Background: an optimization exercise with open tools, aiming at small area and a short achievable clock period. Do not read the settings as production practice.
The RTL was checked by simulation tests, not by an equivalence proof against the original design.
Power figures rest on the tool's default switching activity, not on a simulated workload.

File: design/flow/run.sh
#!/bin/bash
# synth_recipe.tcl (not shown) runs the flow's synth.tcl, then flattens the netlist and writes it again
# the make line also repeats each setting of config.mk as NAME=value (left out here)
make -C /OpenROAD-flow-scripts/flow DESIGN_CONFIG=/design/flow/config.mk WORK_HOME=/design/flow/orfs CLKGATE_MAP_FILE= SYNTH_SCRIPT=/design/flow/synth_recipe.tcl finish
File: design/flow/config.mk
export PLATFORM = sky130hd
export DESIGN_NAME = stride_prefetcher_top
export DESIGN_NICKNAME = stride_prefetcher_top
export VERILOG_FILES = /design/flow/design.v
export SDC_FILE = /design/flow/constraint.sdc
export NUM_CORES = 4
export LEC_CHECK = 0
export CAP_MARGIN = 20
export CORE_MARGIN = 2
export CORE_UTILIZATION = 40
export SLEW_MARGIN = 20
File: design/flow/constraint.sdc
create_clock -name core_clock -period 7.2 [get_ports {clk_i}]
set_input_delay 1.4400 -clock core_clock [delete_from_list [all_inputs] [get_ports {clk_i}]]
set_output_delay 1.4400 -clock core_clock [all_outputs]
set_load 0.01 [all_outputs]
File: design/flow/design.v
package hwpf_pkg;
    typedef enum logic [2:0] {
        INITIAL,
        STRIDE_DETECTION,
        HIT1,
        HIT2,
        HIT3
    } train_state_e;
    typedef logic [39-1:0] region_tag_t;
    typedef logic [6-1:0] line_idx_t;
    typedef logic signed [6-1:0] stride_t;
    typedef logic [45-1:0] line_addr_t;
endpackage
`timescale 1ns/1ps
module snoop_capture (
    input  logic                    clk_i,
    input  logic                    rst_ni,
    input  logic                    snoop_valid_i,
    input  logic [49-1:0] snoop_addr_i,
    output logic                    cap_valid_o,
    output hwpf_pkg::region_tag_t             cap_tag_o,
    output hwpf_pkg::line_idx_t               cap_idx_o,
    output hwpf_pkg::line_addr_t              cap_line_o
);
    hwpf_pkg::region_tag_t snoop_tag;
    logic        accept;
    assign snoop_tag = snoop_addr_i[49-1 -: 39];
    assign accept    = snoop_valid_i && (snoop_tag != '0);
    always_ff @(posedge clk_i) begin
        if (!rst_ni) begin
            cap_valid_o <= 1'b0;
        end else begin
            cap_valid_o <= accept;
        end
    end
    always_ff @(posedge clk_i) begin
        if (accept) begin
            cap_tag_o  <= snoop_tag;
            cap_idx_o  <= snoop_addr_i[4 +: 6];
            cap_line_o <= snoop_addr_i[49-1:4];
        end
    end
endmodule
`timescale 1ns/1ps
module stride_table (
    input  logic        clk_i,
    input  logic        rst_ni,
    input  logic        cap_valid_i,
    input  hwpf_pkg::region_tag_t cap_tag_i,
    input  hwpf_pkg::line_idx_t   cap_idx_i,
    input  hwpf_pkg::line_addr_t  cap_line_i,
    output logic        emit_valid_o,
    output hwpf_pkg::line_addr_t  emit_base_o,
    output hwpf_pkg::stride_t     emit_stride_o
);
    localparam int AGE_W = $clog2(8);
    typedef logic [AGE_W-1:0] ent_t;
    logic [8-1:0] valid_q;
    ent_t                        age_q      [8];
    hwpf_pkg::region_tag_t                 tag_q      [8];
    hwpf_pkg::line_idx_t                   last_idx_q [8];
    hwpf_pkg::stride_t                     stride_q   [8];
    hwpf_pkg::train_state_e                state_q    [8];
    logic         hit;
    ent_t         hit_idx;
    logic         any_inv;
    ent_t         inv_idx;
    ent_t         lru_idx;
    ent_t         sel;
    hwpf_pkg::line_idx_t    cur_idx;
    hwpf_pkg::stride_t      cur_stride;
    hwpf_pkg::train_state_e cur_state;
    hwpf_pkg::line_idx_t    idx_pred;
    hwpf_pkg::stride_t      new_stride;
    logic         stride_ok;
    logic         do_alloc;
    logic         do_train;
    logic         do_emit;
    hwpf_pkg::train_state_e nxt_state;
    hwpf_pkg::stride_t      nxt_stride;
    always_comb begin
        hit     = 1'b0;
        hit_idx = '0;
        any_inv = 1'b0;
        inv_idx = '0;
        lru_idx = '0;
        for (int i = 0; i < 8; i++) begin
            if (!hit && valid_q[i] && (tag_q[i] == cap_tag_i)) begin
                hit     = 1'b1;
                hit_idx = ent_t'(i);
            end
            if (!any_inv && !valid_q[i]) begin
                any_inv = 1'b1;
                inv_idx = ent_t'(i);
            end
            if (age_q[i] == ent_t'(8 - 1)) begin
                lru_idx = ent_t'(i);
            end
        end
        if (hit) begin
            sel = hit_idx;
        end else if (any_inv) begin
            sel = inv_idx;
        end else begin
            sel = lru_idx;
        end
    end
    assign cur_idx    = last_idx_q[sel];
    assign cur_stride = stride_q[sel];
    assign cur_state  = state_q[sel];
    assign idx_pred   = cur_idx + hwpf_pkg::line_idx_t'(cur_stride);
    assign new_stride = hwpf_pkg::stride_t'(cap_idx_i - cur_idx);
    assign stride_ok  = (idx_pred == cap_idx_i);
    assign do_alloc = cap_valid_i && !hit;
    assign do_train = cap_valid_i && hit && (cap_idx_i != cur_idx);
    always_comb begin
        nxt_state  = cur_state;
        nxt_stride = cur_stride;
        do_emit    = 1'b0;
        if (do_alloc) begin
            nxt_state  = hwpf_pkg::INITIAL;
            nxt_stride = '0;
        end else if (do_train) begin
            if (cur_state == hwpf_pkg::INITIAL || !stride_ok) begin
                nxt_stride = new_stride;
                nxt_state  = (cur_state == hwpf_pkg::INITIAL) ? hwpf_pkg::STRIDE_DETECTION : hwpf_pkg::INITIAL;
            end else begin
                case (cur_state)
                    hwpf_pkg::STRIDE_DETECTION: nxt_state = hwpf_pkg::HIT1;
                    hwpf_pkg::HIT1:             nxt_state = hwpf_pkg::HIT2;
                    hwpf_pkg::HIT2:             nxt_state = hwpf_pkg::HIT3;
                    hwpf_pkg::HIT3: begin
                        nxt_state = hwpf_pkg::INITIAL;
                        do_emit   = 1'b1;
                    end
                    default:          nxt_state = hwpf_pkg::INITIAL;
                endcase
            end
        end
    end
    always_ff @(posedge clk_i) begin
        if (!rst_ni) begin
            valid_q      <= '0;
            emit_valid_o <= 1'b0;
            for (int i = 0; i < 8; i++) begin
                age_q[i] <= ent_t'(i);
            end
        end else begin
            emit_valid_o <= do_emit;
            if (cap_valid_i) begin
                for (int k = 0; k < 8; k++) begin
                    if (age_q[k] < age_q[sel]) begin
                        age_q[k] <= age_q[k] + 1'b1;
                    end
                end
                age_q[sel] <= '0;
            end
            if (do_alloc) begin
                valid_q[sel] <= 1'b1;
            end
            if (do_emit) begin
                valid_q[sel] <= 1'b0;
            end
        end
    end
    always_ff @(posedge clk_i) begin
        if (do_alloc || do_train) begin
            tag_q[sel]      <= cap_tag_i;
            last_idx_q[sel] <= cap_idx_i;
            stride_q[sel]   <= nxt_stride;
            state_q[sel]    <= nxt_state;
        end
        if (do_emit) begin
            emit_base_o   <= cap_line_i +
                             {{(45 - 6){cur_stride[6-1]}},
                              cur_stride};
            emit_stride_o <= cur_stride;
        end
    end
endmodule
`timescale 1ns/1ps
module stream_queue (
    input  logic       clk_i,
    input  logic       rst_ni,
    input  logic       emit_valid_i,
    input  hwpf_pkg::line_addr_t emit_base_i,
    input  hwpf_pkg::stride_t    emit_stride_i,
    output logic       pf_valid_o,
    input  logic       pf_ready_i,
    output hwpf_pkg::line_addr_t pf_base_line_o,
    output hwpf_pkg::stride_t    pf_stride_o,
    output logic       pf_drop_o
);
    localparam int PTR_W = $clog2(16);
    typedef logic [PTR_W-1:0] ptr_t;
    hwpf_pkg::line_addr_t     base_mem   [16];
    hwpf_pkg::stride_t        stride_mem [16];
    ptr_t           head_q;
    ptr_t           tail_q;
    logic [PTR_W:0] count_q;
    logic           full;
    logic           push;
    logic           pop;
    assign full = (count_q == (PTR_W+1)'(16));
    assign pop  = pf_valid_o && pf_ready_i;
    assign push = emit_valid_i && (!full || pop);
    assign pf_valid_o     = (count_q != '0);
    assign pf_base_line_o = base_mem[head_q];
    assign pf_stride_o    = stride_mem[head_q];
    always_ff @(posedge clk_i) begin
        if (!rst_ni) begin
            head_q    <= '0;
            tail_q    <= '0;
            count_q   <= '0;
            pf_drop_o <= 1'b0;
        end else begin
            pf_drop_o <= emit_valid_i && !push;
            if (push) begin
                tail_q <= tail_q + 1'b1;
            end
            if (pop) begin
                head_q <= head_q + 1'b1;
            end
            case ({push, pop})
                2'b10:   count_q <= count_q + 1'b1;
                2'b01:   count_q <= count_q - 1'b1;
                default: count_q <= count_q;
            endcase
        end
    end
    always_ff @(posedge clk_i) begin
        if (push) begin
            base_mem[tail_q]   <= emit_base_i;
            stride_mem[tail_q] <= emit_stride_i;
        end
    end
endmodule
`timescale 1ns/1ps
module stride_prefetcher_top (
    input  logic                    clk_i,
    input  logic                    rst_ni,
    input  logic                    snoop_valid_i,
    input  logic [49-1:0] snoop_addr_i,
    output logic                    pf_valid_o,
    input  logic                    pf_ready_i,
    output hwpf_pkg::line_addr_t              pf_base_line_o,
    output hwpf_pkg::stride_t                 pf_stride_o,
    output logic                    pf_drop_o
);
    logic        cap_valid;
    hwpf_pkg::region_tag_t cap_tag;
    hwpf_pkg::line_idx_t   cap_idx;
    hwpf_pkg::line_addr_t  cap_line;
    logic        emit_valid;
    hwpf_pkg::line_addr_t  emit_base;
    hwpf_pkg::stride_t     emit_stride;
    snoop_capture u_capture (
        .clk_i         (clk_i),
        .rst_ni        (rst_ni),
        .snoop_valid_i (snoop_valid_i),
        .snoop_addr_i  (snoop_addr_i),
        .cap_valid_o   (cap_valid),
        .cap_tag_o     (cap_tag),
        .cap_idx_o     (cap_idx),
        .cap_line_o    (cap_line)
    );
    stride_table u_table (
        .clk_i         (clk_i),
        .rst_ni        (rst_ni),
        .cap_valid_i   (cap_valid),
        .cap_tag_i     (cap_tag),
        .cap_idx_i     (cap_idx),
        .cap_line_i    (cap_line),
        .emit_valid_o  (emit_valid),
        .emit_base_o   (emit_base),
        .emit_stride_o (emit_stride)
    );
    stream_queue u_queue (
        .clk_i          (clk_i),
        .rst_ni         (rst_ni),
        .emit_valid_i   (emit_valid),
        .emit_base_i    (emit_base),
        .emit_stride_i  (emit_stride),
        .pf_valid_o     (pf_valid_o),
        .pf_ready_i     (pf_ready_i),
        .pf_base_line_o (pf_base_line_o),
        .pf_stride_o    (pf_stride_o),
        .pf_drop_o      (pf_drop_o)
    );
endmodule
==> impl_metrics.ini <==
[detailed_routing]
dr_total_vias = 31300
wirelength_um = 142000
viasPerCell = 5.53
drtAntennaViolNets = 0
drc = 0
dr.first_iter.drc_count = 2906
wl_per_cell_um = 25.1
first_pass_iters = 7

[cts]
clock_sinks = 1396
ctsHoldBuffers = 0
cts-root-buf = clkbuf_16
cts_tree = built
clockBufferDepth = 3
numCtsBuffers = 148
cts_max_level = 4
postCtsSetupBuffers = 0
clk_latency_ns = 0.78
clk_pin_slew_ns = 0.06

[global_routing]
grt-ovfl-total = 0
grt_pass1_vias = 31700
grt_max_degree = 79
grt_pass1_wl_um = 210000
antenna_found_initial = 2
grt_usage = 0.193

[setup_path]
crit_fanout = 9
cp-start-kind = flop
criticalPathCategory = reg2reg
cp.required_ns = 7.71
endpoint_kind = flop
crit_path_frequent_cell = buf_4
reg2reg_from = u_capture.cap_line_o[32]
startpoint = u_capture.cap_line_o[32]
critical-path-slowest-cell = or4b_1
cp.arrival_ns = 7.47
slowest_delay_ns = 0.64

[synthesis]
synth_cells = 3257
ys_ff_latch = 1396
synth_area_um2 = 58100
yosysSeqAreaShare = 0.712
synth_enable_flop_cells = 1344
synth_nets = 3411
synth-main-ff-cell = edfxtp_1
synthArstFlopShare = 0
ys_warn_count = 3
postSynthAreaPerCell_um2 = 17.8
yosys.cell_types.count = 84

[sta]
fin_crit_sh = 0.966
worst_slew_margin_rel = 0.249
fmax_mhz = 144
final-setup-viol-count = 0
drv_slew = 0
fin_crit_ns = 6.96
tightest_slew_ns = 1.13
fin_skew_ns = 0.0430
hold_violations = 0

[layout]
final_area_um2 = 68400
final_cells = 5662
regArea_um2 = 41400
layout.cells.most_common_list = 1344 x edfxtp_1, 264 x xnor2_1, 255 x mux4_2
antennaDiodeCount = 0
nets = 3798
drive_above_1_share = 0.209
area_growth_syn_to_layout_pct = 17.8
final_common_cell = edfxtp_1
multi_input_area_um2 = 16200
nFillCells = 12000

[place]
place_inst = 5397
port-buffer-count = 101
place_congestion = 0.882
dp_hpwl_um = 86900
dpl-instance-area_um2 = 63600

[min_path]
min-delay-start = u_queue.head_q[3]
holdCritPathClass = reg2reg

[job]
maxCapViolations = 0

[die]
die_x_um = 385
core-area_um2 = 144000
dieHeight_um = 385
row_count = 139
dieArea_um2 = 148000
ios = 106
start_util = 0.404

[run_status]
outcome = finished clean

[pwr]
peakVddDrop_v = 0.000197
p_leak_uw = 0.0219
powerDensity_nw_per_um2 = 259
[cell type report]
cell class                 count  area share
multi-input combinational   1678       0.237
inverter                      63     0.00345
clock inverter                90      0.0137
tap                         1903      0.0348
timing repair buffer         357      0.0499
clock buffer                 175      0.0559
sequential                  1396       0.605
[critical path, delay by kind of cell, from the launching register on]
family	cells	cell delay [ns]
DFF	1	0.54
AOI/OAI and AO/OA	14	2.71
adders and majority gates	1	0.31
and+or+nand+nor	8	1.79
buffers and inverters	5	0.90
xor gates and xnor gates	2	0.48
[what timing repair did]
action / 4_1_cts / 5_1_grt
gates resized for setup: 3 / 15
endpoints found under the hold margin: 0 / 0
endpoints found under the setup margin: 5 / 14
[layer usage]
layer / up-vias / part of all wire / wire length (um) / global-route usage
li1: 13900 / - / - / -
met1: 16200 / 0.44 / 63200 / 0.273
met2: 988 / 0.48 / 67900 / 0.311
met3: 234 / 0.055 / 7760 / 0.0284
met4: 2 / 0.024 / 3400 / 0.0566
met5: - / 0.00014 / 20 / 0
[cells in the mapped netlist, drive strengths merged, types with 36 or more instances]
cell type | number | area share
dfxtp | 52 | 0.018
a21oi | 61 | 0.0053
ha | 97 | 0.021
nor2 | 113 | 0.0073
nand2b | 66 | 0.0071
nand4 | 118 | 0.013
xor2 | 83 | 0.013
o22ai | 36 | 0.0039
o21ai | 59 | 0.0051
buf | 56 | 0.0048
a21o | 41 | 0.0053
inv | 61 | 0.0039
mux4 | 255 | 0.099
nand2 | 119 | 0.0077
clkbuf | 64 | 0.0041
edfxtp | 1344 | 0.69
nor4 | 67 | 0.0075
xnor2 | 269 | 0.041
[registers in the layout (all words and copies together) (netlist names), 6 cells and up, named ones only]
| register | cells |
|---|---|
| u_capture.cap_line_o | 45 |
| u_queue.base_mem | 720 |
| u_queue.stride_mem | 96 |
| u_table.age_q | 24 |
| u_table.emit_base_o | 45 |
| u_table.emit_stride_o | 6 |
| u_table.last_idx_q | 48 |
| u_table.state_q | 24 |
| u_table.stride_q | 48 |
| u_table.tag_q | 312 |
| u_table.valid_q | 8 |
[cells by family after synthesis]
kind of cell | count (synthesis) | synth area share
AOI/OAI and AO/OA | 315 | 0.0366
xor gates and xnor gates | 352 | 0.0533
buffers and inverters | 183 | 0.0130
muxes | 284 | 0.104
adders and majority gates | 101 | 0.0223
and+or+nand+nor | 626 | 0.0585
DFF | 1396 | 0.712
[metrics by stage]
stage | setup TNS [ns] | hold slack [ns] | setup WS (ns) | utilization | total power [uW]
2_1_floorplan | 0 | 0.440 | 0.0251 | - | 9820
3_3_place_gp | -0.00918 | 0.464 | -0.00802 | 0.442 | 10400
3_5_place_dp | -0.0388 | 0.485 | -0.0348 | 0.442 | 10400
4_1_cts | 0 | 0.503 | 0.104 | 0.475 | 17800
5_1_grt | -0.00975 | 0.528 | -0.00975 | 0.476 | 18300
6_report | 0 | 0.492 | 0.242 | 0.476 | 17700
[power breakdown]
part	internal [uW]	switching [uW]	total [uW]	leakage, uW
clock network	4300	3170	7470	0.00230
logic	529	723	1250	0.00699
registers	8920	58.4	8980	0.0126
[final timing paths]
| kind | endpoint | slack, ns | cells past startpoint |
|---|---|---|---|
| worst max-delay path | u_table.emit_base_o[44] | 0.24 | 30 |
| worst min register to register | flop | 0.49 | 2 |
| worst min-delay path | flop | 0.49 | 2 |
| worst max register to register | u_table.emit_base_o[44] | 0.24 | 30 |

static timing again, ports no longer ideal:
How much do the figures lean on ideal ports? The routed layout below was timed once more, with nothing changed but the port constraints. Step 1 sets driving cells, clkbuf_16 on the clock port and buf_2 on the other inputs (assumed; they add their load-dependent delay and slew). Step 2 times the ports against the registers' clock, not the clock port: input delays grow and output delays shrink by t, the midpoint of the rising clock arrivals with the driver on. a / b / c = ideal / step 1 / step 2; a / b = the first two.
t (ns): 0.833
setup WS [ns]: 0.242 / 0.242 / 0.242
latest minus earliest clock arrival (ns): 0.043 / 0.043
worst register clock-pin slew, ns: 0.07 / 0.07
After both steps this run still meets setup and hold. The setup slack of this run moves by 0.000 ns with the drivers and by 0.000 ns with both steps.
